This design comes from an exercise in tuning for small area on the open sky130 flow, not from production work.
The RTL was checked by simulation tests, not by an equivalence proof against the original design.
Power figures rest on the tool's default switching activity, not on a simulated workload.

==> build 93 <==
// sad_disparity_row
module sad_disparity_row (
    input  logic        clk,
    input  logic        rst_n,
    input  logic [31:0] ix,
    input  logic [31:0] iy,
    input  logic [7:0]  a,
    input  logic [7:0]  b,
    output logic [31:0] ox,
    output logic [31:0] oy,
    output logic [3:0]  disp,
    output logic        disp_valid,
    output logic [10:0] cost
);
==> module sad_disparity_row, before the edit <==
module sad_disparity_row (
    input  logic        clk,
    input  logic        rst_n,
    input  logic [31:0] ix,
    input  logic [31:0] iy,
    input  logic [7:0]  a,
    input  logic [7:0]  b,
    output logic [31:0] ox,
    output logic [31:0] oy,
    output logic [3:0]  disp,
    output logic        disp_valid,
    output logic [10:0] cost
);
    localparam int MAXD = 16;
    localparam int WIN  = 5;
    localparam int BH   = MAXD + WIN;    
    localparam int AH   = WIN + 1;       
    logic active, row_start, vld_in;
    logic shift_en, hold_en;
    logic row_ok_q;
    logic [BH-1:0][7:0] bh_q;
    logic [AH-1:0][7:0] nah_q;           
    logic act1_q, start1_q;
    logic [MAXD-1:0][10:0] sum_q;
    logic [MAXD-1:0][10:0] sum_d;
    logic [10:0] min_sad;
    logic [3:0]  min_idx;
    logic [1:0][10:0] cost_p_q;
    logic [1:0][3:0]  disp_p_q;
    logic [5:0][31:0] ix_p_q;
    logic [5:0][31:0] iy_p_q;
    logic [5:0] v_p_q;
    logic [5:0] rv_p_q;
    assign active = (ix < 32'd640) && (iy < 32'd480);
    assign row_start = active && (ix == 32'd0);
    assign vld_in = active && row_ok_q && (ix >= 32'd19);
    assign shift_en = act1_q & ~row_start;
    assign hold_en = ~act1_q & ~row_start;
    always_ff @(posedge clk) begin
        bh_q[0] <= b;
        nah_q[0] <= ~a;
        for (int i = 1; i < BH; i++) begin
            bh_q[i] <= ({8{shift_en}} & bh_q[i-1]) | ({8{hold_en}} & bh_q[i]);
        end
        for (int i = 1; i < AH; i++) begin
            nah_q[i] <= ({8{shift_en}} & nah_q[i-1]) | ({8{hold_en}} & nah_q[i])
                      | {8{row_start}};
        end
        act1_q <= active;
        start1_q <= row_start;
    end
    always_comb begin
        for (int d = 0; d < MAXD; d++) begin
            logic [8:0] c1, c2;
            logic [7:0] t1, t2, u1, v2;
            logic co1, co2;
            logic [10:0] s, ps, pc;
            logic [11:0] r;
            c1[0] = 1'b0;
            c2[0] = 1'b0;
            for (int i = 0; i < 8; i++) begin
                t1[i] = (nah_q[0][i] ^ c1[i]) ^ bh_q[d][i];
                c1[i+1] = (nah_q[0][i] & bh_q[d][i]) | (c1[i] & nah_q[0][i]) | (c1[i] & bh_q[d][i]);
                t2[i] = (nah_q[AH-1][i] ^ c2[i]) ^ bh_q[d+WIN][i];
                c2[i+1] = (nah_q[AH-1][i] & bh_q[d+WIN][i]) | (c2[i] & nah_q[AH-1][i]) | (c2[i] & bh_q[d+WIN][i]);
            end
            co1 = sad_disparity_row_pkg::carry_la(nah_q[0], bh_q[d], c1[5]);
            co2 = sad_disparity_row_pkg::carry_la(nah_q[AH-1], bh_q[d+WIN], c2[5]);
            u1 = t1 ^ {8{~co1}};
            v2 = t2 ^ {8{co2}};
            s = start1_q ? 11'd0 : sum_q[d];
            for (int i = 0; i < 8; i++) begin
                ps[i] = s[i] ^ u1[i] ^ v2[i];
                pc[i] = (s[i] & u1[i]) | (s[i] & v2[i]) | (u1[i] & v2[i]);
            end
            ps[10:8] = ~s[10:8];
            pc[10:8] = s[10:8];
            sum_d[d] = ps + {pc[9:0], co1} + {10'd0, ~co2};
        end
    end
    always_ff @(posedge clk) begin
        if (act1_q) begin
            sum_q <= sum_d;
        end
    end
    sad_argmin u_argmin (
        .clk   (clk),
        .sad_i (sum_q),
        .min_o (min_sad),
        .idx_o (min_idx)
    );
    always_ff @(posedge clk) begin
        cost_p_q[0] <= min_sad;
        disp_p_q[0] <= min_idx;
        cost_p_q[1] <= cost_p_q[0];
        disp_p_q[1] <= disp_p_q[0];
        ix_p_q[0] <= ix;
        iy_p_q[0] <= iy;
        for (int i = 1; i < 6; i++) begin
            ix_p_q[i] <= ix_p_q[i-1];
            iy_p_q[i] <= iy_p_q[i-1];
        end
    end
    always_ff @(posedge clk or negedge rst_n) begin
        if (!rst_n) begin
            row_ok_q <= 1'b0;
            v_p_q <= '0;
            rv_p_q <= '0;
        end else begin
            row_ok_q <= row_ok_q | row_start;
            v_p_q <= {v_p_q[4:0], vld_in};
            rv_p_q <= {rv_p_q[4:0], 1'b1};
        end
    end
    assign ox = rv_p_q[5] ? ix_p_q[5] : 32'd0;
    assign oy = rv_p_q[5] ? iy_p_q[5] : 32'd0;
    assign disp_valid = v_p_q[5];
    assign disp = v_p_q[5] ? disp_p_q[1] : 4'd0;
    assign cost = v_p_q[5] ? cost_p_q[1] : 11'd0;
endmodule
clock: 6.0 ns
lec_check: 0
cap_margin: 20
core_margin: 2
core_utilization: 40
cts_buf_list: sky130_fd_sc_hd__clkbuf_8
cts_cluster_diameter: 60
cts_cluster_size: 18
setup_slack_margin: 0.05
slew_margin: 20
standard.sh (not shown) runs the stock make flow with config.mk's settings and CLKGATE_MAP_FILE= SYNTH_SCRIPT=/design/flow/synth_recipe.tcl, a recipe that flattens the netlist after the stock synthesis.
==> flow/flow/run.sh <==
#!/bin/bash
# Standard ORFS layout with three changes:
#  - synthesis uses flow/synth.tcl (the standard flow's script, ABC with flow/abc_area.script)
#  - flow/fapol.py then removes inverters around full adders (self-dual flips)
#  - port buffers are buf_1 cells
#  - clock tree: clkbuf_8 clusters of 16 sinks, no dummy loads
set -euo pipefail
HERE=$PWD
MK=$(sed -n 's/^\(make .*\) "\${@:-finish}"$/\1/p' standard.sh | sed "s#SYNTH_SCRIPT=[^ ]*#SYNTH_SCRIPT=$HERE/flow/synth.tcl#")
RES=$HERE/orfs/results/$FLOW_PLATFORM/sad_disparity_row/base
echo "$MK" > make_cmd.log
export MY_ABC_SCRIPT=$HERE/flow/abc_area.script
eval "$MK $RES/1_2_yosys.v" > synth.log 2>&1
cp $RES/1_2_yosys.v 1_2_yosys_orig.v
python3 flow/fapol.py 1_2_yosys_orig.v $RES/1_2_yosys.v > fapol.log 2>&1
CTS="-sink_clustering_enable -repair_clock_nets -buf_list sky130_fd_sc_hd__clkbuf_8 -sink_clustering_size 18 -sink_clustering_max_diameter 60 -dont_use_dummy_load"
eval "$MK BUFFER_PORTS_ARGS='-buffer_cell sky130_fd_sc_hd__buf_1' CTS_ARGS='$CTS' finish" > finish.log 2>&1
: # left out here: write the final layout as DEF
Other scripts of this flow, unchanged in this note and not shown: flow/flow/abc_area.script, flow/flow/fapol.py, flow/flow/synth.tcl
==> build 54: changes against build 93 <==
--- a/flow/design.v
+++ b/flow/design.v
@@ -109,9 +109,9 @@
     assign row_start = active && (ix == 32'd0);
     assign vld_in = active && row_ok_q && (ix >= 32'd19);
-    assign shift_en = act1_q & ~row_start;
-    assign hold_en = ~act1_q & ~row_start;
+    assign shift_en = active & ~row_start;
+    assign hold_en = ~active;
     always_ff @(posedge clk) begin
-        bh_q[0] <= b;
-        nah_q[0] <= ~a;
+        bh_q[0] <= active ? b : bh_q[0];
+        nah_q[0] <= active ? ~a : nah_q[0];
         for (int i = 1; i < BH; i++) begin
             bh_q[i] <= ({8{shift_en}} & bh_q[i-1]) | ({8{hold_en}} & bh_q[i]);
--- a/flow/flow/run.sh
+++ b/flow/flow/run.sh
@@ -14,5 +14,5 @@
 cp $RES/1_2_yosys.v 1_2_yosys_orig.v
 python3 flow/fapol.py 1_2_yosys_orig.v $RES/1_2_yosys.v > fapol.log 2>&1
-CTS="-sink_clustering_enable -repair_clock_nets -buf_list sky130_fd_sc_hd__clkbuf_8 -sink_clustering_size 18 -sink_clustering_max_diameter 60 -dont_use_dummy_load"
+CTS="-sink_clustering_enable -repair_clock_nets -buf_list sky130_fd_sc_hd__clkbuf_8 -sink_clustering_size 22 -sink_clustering_max_diameter 60 -dont_use_dummy_load"
 eval "$MK BUFFER_PORTS_ARGS='-buffer_cell sky130_fd_sc_hd__buf_1' CTS_ARGS='$CTS' finish" > finish.log 2>&1
 : # left out here: write the final layout as DEF
--- a/flow/config.mk
+++ b/flow/config.mk
@@ -11,5 +11,5 @@
 export CTS_BUF_LIST = sky130_fd_sc_hd__clkbuf_8
 export CTS_CLUSTER_DIAMETER = 60
-export CTS_CLUSTER_SIZE = 18
+export CTS_CLUSTER_SIZE = 22
 export SETUP_SLACK_MARGIN = 0.05
 export SLEW_MARGIN = 20
==> trial 2: changes against build 93 <==
--- a/flow/design.v
+++ b/flow/design.v
@@ -109,9 +109,9 @@
     assign row_start = active && (ix == 32'd0);
     assign vld_in = active && row_ok_q && (ix >= 32'd19);
-    assign shift_en = act1_q & ~row_start;
-    assign hold_en = ~act1_q & ~row_start;
+    assign shift_en = active & ~row_start;
+    assign hold_en = ~active;
     always_ff @(posedge clk) begin
-        bh_q[0] <= b;
-        nah_q[0] <= ~a;
+        bh_q[0] <= active ? b : bh_q[0];
+        nah_q[0] <= active ? ~a : nah_q[0];
         for (int i = 1; i < BH; i++) begin
             bh_q[i] <= ({8{shift_en}} & bh_q[i-1]) | ({8{hold_en}} & bh_q[i]);
--- a/flow/flow/run.sh
+++ b/flow/flow/run.sh
@@ -14,5 +14,5 @@
 cp $RES/1_2_yosys.v 1_2_yosys_orig.v
 python3 flow/fapol.py 1_2_yosys_orig.v $RES/1_2_yosys.v > fapol.log 2>&1
-CTS="-sink_clustering_enable -repair_clock_nets -buf_list sky130_fd_sc_hd__clkbuf_8 -sink_clustering_size 18 -sink_clustering_max_diameter 60 -dont_use_dummy_load"
+CTS="-sink_clustering_enable -repair_clock_nets -buf_list sky130_fd_sc_hd__clkbuf_8 -sink_clustering_size 16 -sink_clustering_max_diameter 60 -dont_use_dummy_load"
 eval "$MK BUFFER_PORTS_ARGS='-buffer_cell sky130_fd_sc_hd__buf_1' CTS_ARGS='$CTS' finish" > finish.log 2>&1
 : # left out here: write the final layout as DEF
--- a/flow/config.mk
+++ b/flow/config.mk
@@ -8,8 +8,9 @@
 export CAP_MARGIN = 20
 export CORE_MARGIN = 2
-export CORE_UTILIZATION = 40
+export CORE_UTILIZATION = 55
 export CTS_BUF_LIST = sky130_fd_sc_hd__clkbuf_8
 export CTS_CLUSTER_DIAMETER = 60
-export CTS_CLUSTER_SIZE = 18
+export CTS_CLUSTER_SIZE = 16
+export PLACE_DENSITY = 0.7
 export SETUP_SLACK_MARGIN = 0.05
 export SLEW_MARGIN = 20
==> summary of the runs <==
Build 54 completed without violations. Trial 2 completed without violations. Build 93 went through all stages and came out clean. In maximum frequency, trial 2 and build 54 hardly differ. Synthesized area: trial 2 is larger than build 93 (0.72%). Hold slack, lowest first: trial 2, build 54, build 93. The highest clock power belongs to build 93, the lowest to trial 2. Power, lowest first: trial 2, build 54, build 93. The highest die area belongs to build 54, the lowest to trial 2. Global-route usage, lowest first: build 93, build 54, trial 2. Of trial 2 and build 93, build 93 has the higher final cell count (gap 6.2%, measured against build 93).
==> figures <==
Status: trial 2 finished clean; build 93 finished clean; build 54 finished clean
Synthesized instance count: trial 2 3782; build 93 3759; build 54 3782
Syn_nets: trial 2 4392; build 93 4369; build 54 4392
Tapcell count: trial 2 1050; build 93 1414; build 54 1414
CTS clock-pin slew for the worst setup and hold paths: trial 2 0.10 ns; build 93 0.10 ns; build 54 0.11 ns
Vias in the first global route: trial 2 28300; build 93 27600; build 54 28200
End point of the critical path: trial 2 sum_q[32]$_DFFE_PP_; build 93 sum_q[21]$_DFFE_PP_; build 54 sum_q[76]$_DFFE_PP_
Fmax: trial 2 173 MHz; build 93 173 MHz; build 54 173 MHz
Cell count after placement: trial 2 5097; build 93 5433; build 54 5470
Routed WL per cell: trial 2 20.7 µm; build 93 20.0 µm; build 54 20.0 µm
Tcrit/Tclk final: trial 2 96.2%; build 93 96.2%; build 54 96.4%
Via count of the routed design: trial 2 28700; build 93 28100; build 54 28500
Initial DRC Count: trial 2 2200; build 93 1876; build 54 2039
Max IR drop VDD: trial 2 159 µV; build 93 142 µV; build 54 149 µV
Via-per-instance ratio: trial 2 5.53; build 93 5.08; build 54 5.13
Layout cell share with drive strength beyond 1: trial 2 8.74%; build 93 7.19%; build 54 7.79%
Rel. slew slack: trial 2 26.3%; build 93 29.4%; build 54 23.1%

-- separate check: timing with driven ports --
How much do the figures lean on ideal ports? The routed layouts below were timed once more, with nothing changed but the port constraints.
Step 1 sets driving cells, clkbuf_16 on the clock port and buf_2 on the other inputs (assumed; they add their load-dependent delay and slew).
Step 2 also shifts input and output timing later by t, the mid clock arrival at the registers, as if the neighbouring blocks saw the same clock.
Slacks: ideal / step 1 / step 2; pairs: ideal / step 1.
| run | shift t [ns] | setup slack, ns | hold WS [ns] | latest minus earliest clock arrival (ns) |
|---|---|---|---|---|
| build 93 | 0.803 | 0.229 / 0.229 / 0.229 | 0.266 / 0.266 / 0.266 | 0.101 / 0.101 |
| build 54 | 0.790 | 0.218 / 0.218 / 0.218 | 0.259 / 0.259 / 0.259 | 0.124 / 0.124 |
| trial 2 | 0.749 | 0.228 / 0.228 / 0.228 | 0.252 / 0.252 / 0.252 | 0.112 / 0.112 |
After both steps setup and hold are still met in every run listed.
